This design comes from an exercise in tuning for small area, a short achievable clock period and few clock cycles per item on the open sky130 flow, not from production work.
Where RTL was checked, it was by simulation tests only, not by an equivalence proof against the original.
Power is estimated from default activity; no workload was simulated.

## the previous run
Design apply_front, start of the top module:
module apply_front (
	input logic clk,
	input logic reset,
	input logic in_valid,
	output logic in_ready,
	input logic [3-1:0] in_id,
	input logic in_negate,
	input logic [1:0] in_op,
	input logic [16-1:0] in_f,
	input logic [16-1:0] in_g,
	output logic var_req_valid,
	input logic var_req_ready,
	output logic [16-2:0] var_req_node,
	input logic var_resp_valid,
	input logic [8-1:0] var_resp_var,
	input logic cfg_write,
	input logic [8-1:0] cfg_address,
	input logic [32-1:0] cfg_wdata,
	output logic out_valid,
	input logic out_ready,
	output logic [3-1:0] out_id,
	output logic out_negate,
	output logic [1:0] out_op,
	output logic [16-1:0] out_f,
	output logic [16-1:0] out_g,
	output logic out_hit,
	output logic [16-1:0] out_result,
	output logic [8-1:0] out_top,
	output logic out_fetch_f,
	output logic out_fetch_g,
	output logic out_quantify
);
Settings: LEC_CHECK=0, CAP_MARGIN=20, CORE_MARGIN=2, CORE_UTILIZATION=40, CTS_BUF_LIST=sky130_fd_sc_hd__clkbuf_8, CTS_CLUSTER_DIAMETER=60, CTS_CLUSTER_SIZE=16, SETUP_SLACK_MARGIN=3.15, SLEW_MARGIN=20; clock period 5.5 ns.
run.sh (not shown) runs the stock make flow with config.mk's settings and CLKGATE_MAP_FILE= SYNTH_SCRIPT=/design/flow/synth_recipe.tcl, a recipe that flattens the netlist after the stock synthesis.
Testbench counts of the previous run, summed over its fixed seeds: cycles 9,328, items 4,000.
What the current run does differently from the previous run at the input level:
--- a/flow/design.v
+++ b/flow/design.v
@@ -171,16 +171,17 @@
 	logic [PW-1:0] ri;
 	logic g_valid;
 	logic g_pf;
 	logic g_pg;
 	logic g_avail;
 	logic g_load;
 	logic rq_open;
 	logic [IW-2:0] g_node;
+	logic [N-1:0][IW-2:0] e_next;
 	logic i_adv;
 	logic in_pf;
 	logic in_pg;
 	logic [PW-1:0] ti;
 	logic t_found;
 	logic t_more;  
 	logic second;  
 	logic [VW-1:0] first_var;  
@@ -211,17 +212,22 @@
 	assign in_pf = !in_hit && in_need_f;
 	assign in_pg = !in_hit && in_need_g;
 	assign rq_open = !mem_req_valid || mem_req_ready;
 	assign g_valid = (ip != wp);
 	assign g_pf = e_pf[ii];
 	assign g_pg = e_pg[ii];
 	assign g_avail = g_valid && (g_pf || g_pg);
 	assign g_load = g_avail && rq_open;
-	assign g_node = (g_pf ^ e_c[ii][0]) ? e_f[ii][IW-1:1] : e_g[ii][IW-1:1];
+	always_comb
+	begin
+		for (int i = 0; i < N; i++)
+			e_next[i] = (e_pf[i] ^ e_c[i][0]) ? e_f[i][IW-1:1] : e_g[i][IW-1:1];
+	end
+	assign g_node = e_next[ii];
 	assign i_adv = g_valid && (!(g_pf || g_pg) || (g_load && !(g_pf && g_pg)));
 	always_comb
 	begin
 		logic [PW-1:0] k;
 		t_found = 1'b0;
 		ti = ri;
 		for (int j = 0; j < N; j++)
 		begin
@@ -416,26 +422,28 @@
 	input logic cfg_write,
 	input logic [8-1:0] cfg_address,
 	input logic [32-1:0] cfg_wdata,
 	input logic [8-1:0] qvar,
 	output logic qbit  
 );
 	localparam int SEL_W = $clog2((256 / 32));
 	logic [(256 / 32)-1:0][32-1:0] words;
+	logic [32-1:0] wdata;
+	logic wr_any;
 	logic [(256 / 32)-1:0] qcol;
 	logic [SEL_W-1:0] qsel;
+	assign wdata = reset ? '0 : cfg_wdata;
+	assign wr_any = cfg_write && (cfg_address[8-1:SEL_W] == '0);
 	always_ff @(posedge clk)
 	begin
 		for (int i = 0; i < (256 / 32); i++)
 		begin
-			if (reset)
-				words[i] <= '0;
-			else if (cfg_write && cfg_address == i)
-				words[i] <= cfg_wdata;
+			if (reset || (wr_any && cfg_address[SEL_W-1:0] == i))
+				words[i] <= wdata;
 		end
 	end
 	always_ff @(posedge clk)
 	begin
 		for (int i = 0; i < (256 / 32); i++)
 			qcol[i] <= words[i][qvar[4:0]];
 		qsel <= qvar[8-1:5];
 	end
--- outcome ---
- Pin count of the biggest net entering global routing (the current run over the previous run): decrease, about 54%
- On met2 layer wire length in the routed design, the lower figure sits with the current run, not the previous run.
- The current run vs the previous run on overall routed net length: the current run is the lower one.
- | post-synthesis cell count | lower: the current run |
- The current run against the previous run: routed length per placed instance higher, final area lower, net switching component of the power higher.
- Run comparison: the current run first element of the critical path var_fetch_ctrl_i.rp[1]; the previous run first element of the critical path var_fetch_ctrl_i.mem_req_node[4]
- Worst setup margin: lower on the current run
- Internal power consumption was higher in the run labelled the current run.
Only the layout flow was run in the current run; the RTL was not checked for function there.


apply_front, a different RTL version from the one above (not shown whole).
For scale: roughly 2300 cells after synthesis, about 610 flip-flops, ~26000 um2 of cells after synthesis.
## apply_front
module apply_front (
	input logic clk,
	input logic reset,
	input logic in_valid,
	output logic in_ready,
	input logic [3-1:0] in_id,
	input logic in_negate,
	input logic [1:0] in_op,
	input logic [16-1:0] in_f,
	input logic [16-1:0] in_g,
	output logic var_req_valid,
	input logic var_req_ready,
	output logic [16-2:0] var_req_node,
	input logic var_resp_valid,
	input logic [8-1:0] var_resp_var,
	input logic cfg_write,
	input logic [8-1:0] cfg_address,
	input logic [32-1:0] cfg_wdata,
	output logic out_valid,
	input logic out_ready,
	output logic [3-1:0] out_id,
	output logic out_negate,
	output logic [1:0] out_op,
	output logic [16-1:0] out_f,
	output logic [16-1:0] out_g,
	output logic out_hit,
	output logic [16-1:0] out_result,
	output logic [8-1:0] out_top,
	output logic out_fetch_f,
	output logic out_fetch_g,
	output logic out_quantify
);
clock: 5.5 ns
lec_check: 0
cap_margin: 20
core_margin: 2
core_utilization: 40
cts_buf_list: sky130_fd_sc_hd__clkbuf_8
setup_slack_margin: 3.15
slew_margin: 20
The starting point finished with timing, DRC and antenna clean.
Next try:
--- a/flow/design.v
+++ b/flow/design.v
@@ -98,17 +98,17 @@
 		greater = gt[0];
 	end
 	assign swap = !exist && greater;  
 	assign need_f = exist || (f_nz && g_nz);
 	assign need_g = !exist && !shared;
 endmodule
 `timescale 1ns/1ps
 module var_fetch_ctrl #(
-	parameter int N = 4  
+	parameter int N = 5  
 )
 (
 	input logic clk,
 	input logic reset,
 	input logic in_valid,
 	output logic in_ready,
 	input logic [3-1:0] in_id,
 	input logic in_negate,
After rerunning:
- The changed run finished clean
- critical path depth is unchanged
- synthesized cell count is higher by 10%
- routed wire length is higher by 20%
- die area is higher by 12%
- total power is higher by 21%
Function was not checked in any run of this note: the RTL went through the layout flow alone.


Another version of the RTL of apply_front (not shown whole).
Size in the first run: ~610 flip-flops, about 180 I/O pins, roughly 27,000 um^2 of cells after synthesis.
==> flow/design.v (excerpt) <==
module apply_front (
	input logic clk,
	input logic reset,
	input logic in_valid,
	output logic in_ready,
	input logic [3-1:0] in_id,
	input logic in_negate,
	input logic [1:0] in_op,
	input logic [16-1:0] in_f,
	input logic [16-1:0] in_g,
	output logic var_req_valid,
	input logic var_req_ready,
	output logic [16-2:0] var_req_node,
	input logic var_resp_valid,
	input logic [8-1:0] var_resp_var,
	input logic cfg_write,
	input logic [8-1:0] cfg_address,
	input logic [32-1:0] cfg_wdata,
	output logic out_valid,
	input logic out_ready,
	output logic [3-1:0] out_id,
	output logic out_negate,
	output logic [1:0] out_op,
	output logic [16-1:0] out_f,
	output logic [16-1:0] out_g,
	output logic out_hit,
	output logic [16-1:0] out_result,
	output logic [8-1:0] out_top,
	output logic out_fetch_f,
	output logic out_fetch_g,
	output logic out_quantify
);
export LEC_CHECK = 0
export CAP_MARGIN = 20
export CORE_MARGIN = 2
export CORE_UTILIZATION = 40
export CTS_BUF_LIST = sky130_fd_sc_hd__clkbuf_8
export SETUP_SLACK_MARGIN = 3.15
export SLEW_MARGIN = 20
create_clock -name core_clock -period 5.5 [get_ports {clk}]
Next try:
--- a/flow/design.v
+++ b/flow/design.v
@@ -170,30 +170,24 @@
 	logic [PW-1:0] ii;
 	logic [PW-1:0] ri;
 	logic g_valid;
 	logic g_pf;
 	logic g_pg;
 	logic g_avail;
 	logic g_load;
 	logic rq_open;
 	logic [IW-2:0] g_node;
 	logic i_adv;
 	logic in_pf;
 	logic in_pg;
-	logic w_valid;  
-	logic [IW-2:0] w_node;  
-	logic w_pf;
-	logic w_pg;
-	logic b_load;
-	logic b_adv;
 	logic [PW-1:0] ti;
 	logic t_found;
 	logic t_more;  
 	logic second;  
 	logic [VW-1:0] first_var;  
 	logic le;
 	logic ge;
 	logic is_none;
 	logic [VW-1:0] f_top;
 	logic f_x;
 	logic f_y;
 	logic r_fonly;
@@ -215,26 +209,24 @@
 	assign wp_next = wp + alloc;
 	assign rp_next = rp + o_load;
 	assign in_pf = !in_hit && in_need_f;
 	assign in_pg = !in_hit && in_need_g;
 	assign rq_open = !mem_req_valid || mem_req_ready;
 	assign g_valid = (ip != wp);
 	assign g_pf = e_pf[ii];
 	assign g_pg = e_pg[ii];
 	assign g_avail = g_valid && (g_pf || g_pg);
 	assign g_load = g_avail && rq_open;
 	assign g_node = (g_pf ^ e_c[ii][0]) ? e_f[ii][IW-1:1] : e_g[ii][IW-1:1];
 	assign i_adv = g_valid && (!(g_pf || g_pg) || (g_load && !(g_pf && g_pg)));
-	assign b_load = w_valid && alloc && !g_valid && rq_open && (w_pf || w_pg);
-	assign b_adv = w_valid && alloc && !g_valid && rq_open && !(w_pf && w_pg);
 	always_comb
 	begin
 		logic [PW-1:0] k;
 		t_found = 1'b0;
 		ti = ri;
 		for (int j = 0; j < N; j++)
 		begin
 			k = ri + PW'(j);
 			if (!t_found && (e_wf[k] || e_wg[k]))
 			begin
 				t_found = 1'b1;
 				ti = k;
@@ -264,64 +256,57 @@
 		f_upd = !second || le;
 		f_x = second ? ge : is_none;
 		f_y = second ? le : is_none;
 	end
 	assign qvar = mem_resp_var;
 	assign r_fonly = (e_op[ri] == 2'd3);
 	assign r_two = !r_fonly && e_c[ri][1];
 	assign r_ff = r_fonly || e_x[ri];
 	assign r_fg = r_two ? e_y[ri] : r_fonly ? (e_c[ri][0] || e_y[ri]) : 1'b1;
 	assign r_done = (rp != ip) && !(e_wf[ri] || e_wg[ri]);
 	assign o_load = r_done && (!out_valid || out_ready);
 	assign o_q = (rr_upd && rr_ti == ri) ? qbit : e_q[ri];
-	assign ip_next = (i_adv || b_adv) ? ip + 1'b1 : ip;
+	assign ip_next = i_adv ? ip + 1'b1 : ip;
 	assign head_done_next = !o_load && !(out_valid && !out_ready) && (rp != ip_next) &&
 		mem_resp_valid && ti == ri && !t_more;
 	always_ff @(posedge clk)
 	begin
 		rr_ti <= ti;
 		if (mem_resp_valid)
 			first_var <= mem_resp_var;
 		if (g_load)
 			mem_req_node <= g_node;
-		else if (b_load)
-			mem_req_node <= w_node;
-		w_node <= (in_pf ^ in_swap) ? in_f[IW-1:1] : in_g[IW-1:1];
-		w_pf <= in_pf;
-		w_pg <= in_pg;
 		if (reset)
 		begin
 			rr_upd <= 1'b0;
-			w_valid <= 1'b0;
 			second <= 1'b0;
 			wp <= '0;
 			ip <= '0;
 			rp <= '0;
 			in_ready <= 1'b1;
 			mem_req_valid <= 1'b0;
 			out_valid <= 1'b0;
 		end
 		else
 		begin
 			rr_upd <= mem_resp_valid && f_upd;
-			w_valid <= in_valid && !in_ready;
 			if (mem_resp_valid)
 				second <= t_more;
 			wp <= wp_next;
 			rp <= rp_next;
 			in_ready <= !((wp_next[PW] != rp_next[PW]) && (wp_next[PW-1:0] == rp_next[PW-1:0])) ||
 				head_done_next;
 			ip <= ip_next;
 			if (rq_open)
-				mem_req_valid <= g_avail || b_load;
+				mem_req_valid <= g_avail;
 			if (o_load)
 				out_valid <= 1'b1;
 			else if (out_ready)
 				out_valid <= 1'b0;
 		end
 	end
 	always_ff @(posedge clk)
 	begin
 		for (int i = 0; i < N; i++)
 		begin
 			if (in_ready && wi == i)
 			begin
@@ -340,28 +325,28 @@
 	begin
 		for (int i = 0; i < N; i++)
 		begin
 			if (reset)
 			begin
 				e_pf[i] <= 1'b0;
 				e_pg[i] <= 1'b0;
 				e_wf[i] <= 1'b0;
 				e_wg[i] <= 1'b0;
 			end
 			else if (alloc && wi == i)
 			begin
-				e_pf[i] <= in_pf && !b_load;
-				e_pg[i] <= in_pg && !(b_load && !in_pf);
-				e_wf[i] <= b_load && in_pf;
-				e_wg[i] <= b_load && !in_pf;
+				e_pf[i] <= in_pf;
+				e_pg[i] <= in_pg;
+				e_wf[i] <= 1'b0;
+				e_wg[i] <= 1'b0;
 			end
 			else
 			begin
 				if (g_load && ii == i)
 				begin
 					if (g_pf)
 					begin
 						e_pf[i] <= 1'b0;
 						e_wf[i] <= 1'b1;
 					end
 					else
 					begin
Power went up by about 0.7%. Wire length went down by 6.3%. Sequential power went down by about 1%. Final cell count went down by about 6%. Sequential share of layout area went up by 1.0 points. Global-route usage went up by 0.22 points. Design area went down by about 4.5%. Synthesized cell count went down by about 8%. Clock skew went down by 0.0044 ns. Clock-buffer cell count went down by 6. Worst hold slack stays flat.
Testbench counts after the change, summed over its fixed seeds: cycles 9,328, items 4,000.
The RTL of the first run of this note was laid out without a check of its function.


apply_front, a different RTL version from the one above (not shown whole).
Size: ~1400 cells after synthesis, roughly 600 flip-flops, roughly 180 I/O pins, ~0.025 mm2 of cells after synthesis.
==> module quantify_table, before the edit <==
module quantify_table (
	input logic clk,
	input logic reset,
	input logic cfg_write,
	input logic [8-1:0] cfg_address,
	input logic [32-1:0] cfg_wdata,
	input logic [8-1:0] qvar,
	output logic qbit  
);
	localparam int SEL_W = $clog2((256 / 32));
	logic [(256 / 32)-1:0][32-1:0] words;
	logic [32-1:0] wdata;
	logic wr_any;
	logic [(256 / 32)-1:0] qcol;
	logic [SEL_W-1:0] qsel;
	assign wdata = reset ? '0 : cfg_wdata;
	assign wr_any = cfg_write && (cfg_address[8-1:SEL_W] == '0);
	always_ff @(posedge clk)
	begin
		for (int i = 0; i < (256 / 32); i++)
		begin
			if (reset || (wr_any && cfg_address[SEL_W-1:0] == i))
				words[i] <= wdata;
		end
	end
	always_ff @(posedge clk)
	begin
		for (int i = 0; i < (256 / 32); i++)
			qcol[i] <= words[i][qvar[4:0]];
		qsel <= qvar[8-1:5];
	end
	assign qbit = qcol[qsel];
endmodule
make LEC_CHECK=0 CAP_MARGIN=20 CORE_MARGIN=2 CORE_UTILIZATION=40 CTS_BUF_LIST=sky130_fd_sc_hd__clkbuf_8 CTS_CLUSTER_DIAMETER=60 CTS_CLUSTER_SIZE=12 SETUP_SLACK_MARGIN=3.15 SLEW_MARGIN=20 finish   # period 5.5 ns
Next try:
--- a/flow/design.v
+++ b/flow/design.v
@@ -422,16 +422,14 @@
 	localparam int SEL_W = $clog2((256 / 32));
 	logic [(256 / 32)-1:0][32-1:0] words;
 	logic [32-1:0] wdata;
-	logic wr_any;
 	logic [(256 / 32)-1:0] qcol;
 	logic [SEL_W-1:0] qsel;
 	assign wdata = reset ? '0 : cfg_wdata;
-	assign wr_any = cfg_write && (cfg_address[8-1:SEL_W] == '0);
 	always_ff @(posedge clk)
 	begin
 		for (int i = 0; i < (256 / 32); i++)
 		begin
-			if (reset || (wr_any && cfg_address[SEL_W-1:0] == i))
+			if (reset || (cfg_write && cfg_address == i))
 				words[i] <= wdata;
 		end
 	end
After rerunning:
- The new run finished clean
- power is higher by 0.33%
- routed wire length is higher by 4.7%
- via count is higher by 4.0%
- sequential power is about the same
- design area is higher by 0.33%
- hold slack improves by 0.026 ns
- fmax is lower by 1.7%
- worst setup slack degrades by 0.043 ns
- count of clock-buffer cells in the layout is higher by 3
No run of this note included a check of the RTL's function; only the layout flow was run.


== v6 ==
apply_front, a different RTL version from the one above (not shown whole).
Size: ~2300 cells after synthesis, about 620 flip-flops, roughly 27000 sq um of cells after synthesis.
export LEC_CHECK = 0
export CAP_MARGIN = 20
export CORE_MARGIN = 2
export CORE_UTILIZATION = 40
export CTS_BUF_LIST = sky130_fd_sc_hd__clkbuf_8
export SETUP_SLACK_MARGIN = 3.15
export SLEW_MARGIN = 20
create_clock -name core_clock -period 5.5 [get_ports {clk}]
v6 finished all stages; the layout is clean.
Here is what was changed in the inputs of v7 compared with v6.
-- flow/design.v --
<<< v6, line 186
	logic in_pf;
	logic in_pg;
	logic w_valid;  
	logic [IW-2:0] w_node;  
	logic w_pf;
	logic w_pg;
	logic b_load;
	logic b_adv;
	logic [PW-1:0] ti;
	logic t_found;
>>> v7, line 186
	logic in_pf;
	logic in_pg;
	logic [PW-1:0] ti;
	logic t_found;
<<< v6, line 227
	assign g_node = (g_pf ^ e_swap[ii]) ? e_f[ii][IW-1:1] : e_g[ii][IW-1:1];
	assign i_adv = g_valid && (!(g_pf || g_pg) || (g_load && !(g_pf && g_pg)));
	assign b_load = w_valid && alloc && !g_valid && rq_open && (w_pf || w_pg);
	assign b_adv = w_valid && alloc && !g_valid && rq_open && !(w_pf && w_pg);
	always_comb
	begin
>>> v7, line 221
	assign g_node = (g_pf ^ e_swap[ii]) ? e_f[ii][IW-1:1] : e_g[ii][IW-1:1];
	assign i_adv = g_valid && (!(g_pf || g_pg) || (g_load && !(g_pf && g_pg)));
	always_comb
	begin
<<< v6, line 268
	assign o_load = r_done && (!out_valid || out_ready);
	assign o_q = (rr_upd && rr_ti == ri) ? qbit : e_q[ri];
	assign ip_next = (i_adv || b_adv) ? ip + 1'b1 : ip;
	assign head_done_next = !o_load && !(out_valid && !out_ready) && (rp != ip_next) &&
		mem_resp_valid && ti == ri && t_kind != K_F_MORE;
>>> v7, line 260
	assign o_load = r_done && (!out_valid || out_ready);
	assign o_q = (rr_upd && rr_ti == ri) ? qbit : e_q[ri];
	assign ip_next = i_adv ? ip + 1'b1 : ip;
	assign head_done_next = !o_load && !(out_valid && !out_ready) && (rp != ip_next) &&
		mem_resp_valid && ti == ri && t_kind != K_F_MORE;
<<< v6, line 278
		if (g_load)
			mem_req_node <= g_node;
		else if (b_load)
			mem_req_node <= w_node;
		w_node <= (in_pf ^ in_swap) ? in_f[IW-1:1] : in_g[IW-1:1];
		w_pf <= in_pf;
		w_pg <= in_pg;
		if (reset)
		begin
			rr_upd <= 1'b0;
			w_valid <= 1'b0;
			second <= 1'b0;
			wp <= '0;
>>> v7, line 270
		if (g_load)
			mem_req_node <= g_node;
		if (reset)
		begin
			rr_upd <= 1'b0;
			second <= 1'b0;
			wp <= '0;
<<< v6, line 298
		begin
			rr_upd <= mem_resp_valid && f_upd;
			w_valid <= in_valid && !in_ready;
			if (mem_resp_valid)
				second <= (t_kind == K_F_MORE);
>>> v7, line 284
		begin
			rr_upd <= mem_resp_valid && f_upd;
			if (mem_resp_valid)
				second <= (t_kind == K_F_MORE);
<<< v6, line 307
			ip <= ip_next;
			if (rq_open)
				mem_req_valid <= g_avail || b_load;
			if (o_load)
				out_valid <= 1'b1;
>>> v7, line 292
			ip <= ip_next;
			if (rq_open)
				mem_req_valid <= g_avail;
			if (o_load)
				out_valid <= 1'b1;
<<< v6, line 345
			else if (alloc && wi == i)
			begin
				e_pf[i] <= in_pf && !b_load;
				e_pg[i] <= in_pg && !(b_load && !in_pf);
				e_wf[i] <= b_load && in_pf;
				e_wg[i] <= b_load && !in_pf;
			end
			else
>>> v7, line 330
			else if (alloc && wi == i)
			begin
				e_pf[i] <= in_pf;
				e_pg[i] <= in_pg;
				e_wf[i] <= 1'b0;
				e_wg[i] <= 1'b0;
			end
			else
Findings:
Looking at end of the critical path, the var_fetch_ctrl_i.e_fg[2] result is from v7; the var_fetch_ctrl_i.e_top[8] one comes from v6.
v7 packs its core looser than v6.
Summary: with v6 as the reference, cell area after technology mapping in v7 moved down by a few percent.
In v7 relative to v6, placed instance area had gone down by a few percent.
First-pass GRT wire length shrinks by a few percent when moving from v6 to v7.
v7 vs v6: initial DRC count down slightly
v7 vs. v6: total length of routed wires shrank by about 5.3%; count of instances resized after the clock tree is built shrank by 94; remaining antenna violation count after routing held steady; power shrank by 2.2%; half-perimeter wire length after detailed placement shrank by about 2.5%.
v7 vs. v6: clock share of power went down by 1.2 points, part of the Yosys area used for sequential elements moved up, area of the multi-input gates lost about 7%.
Of v7 and v6, it is v7 that has the higher power density relative to cell area.
No functional check of the RTL was part of any run of this note.

-- afterwards: timing with drivers on the ports --
Ports are ideal in the flow. The routed layouts listed here were re-timed in OpenROAD.
Step 1 assumes that a clkbuf_16 drives the clock port and a buf_2 every other input.
Step 2 also shifts input and output timing later by t, the mid clock arrival at the registers, as if the neighbouring blocks saw the same clock.
Three values: ideal ports, drivers, drivers and shift; two values: the first two.
run	t (ns)	setup slack, ns	hold slack, ns	worst slew at a driven data input, ns
the previous run	0.717	3.105 / 3.043 / 2.386	0.458 / 0.458 / 0.458	0.11
the current run	0.723	2.970 / 2.970 / 2.268	0.524 / 0.524 / 0.524	0.13
the first run of note 2	0.754	3.059 / 2.998 / 2.351	0.453 / 0.453 / 0.453	0.17
the second run of note 2	0.778	3.025 / 2.955 / 2.286	0.452 / 0.452 / 0.452	0.18
the first run of note 3	0.753	2.975 / 2.978 / 2.236	0.450 / 0.450 / 0.450	0.10
the second run of note 3	0.760	3.060 / 2.999 / 2.302	0.450 / 0.450 / 0.450	0.16
the first run of note 4	0.749	2.963 / 2.987 / 2.246	0.471 / 0.471 / 0.471	0.10
the second run of note 4	0.742	2.920 / 2.938 / 2.196	0.497 / 0.497 / 0.497	0.11
v6	0.766	2.947 / 2.961 / 2.194	0.452 / 0.452 / 0.452	0.08
v7	0.755	2.989 / 2.989 / 2.277	0.450 / 0.450 / 0.450	0.15
After both steps every run listed still meets setup and hold. The setup slack of the second run of note 3, which loses most, moves by -0.061 ns with the drivers and by -0.758 ns with both steps.
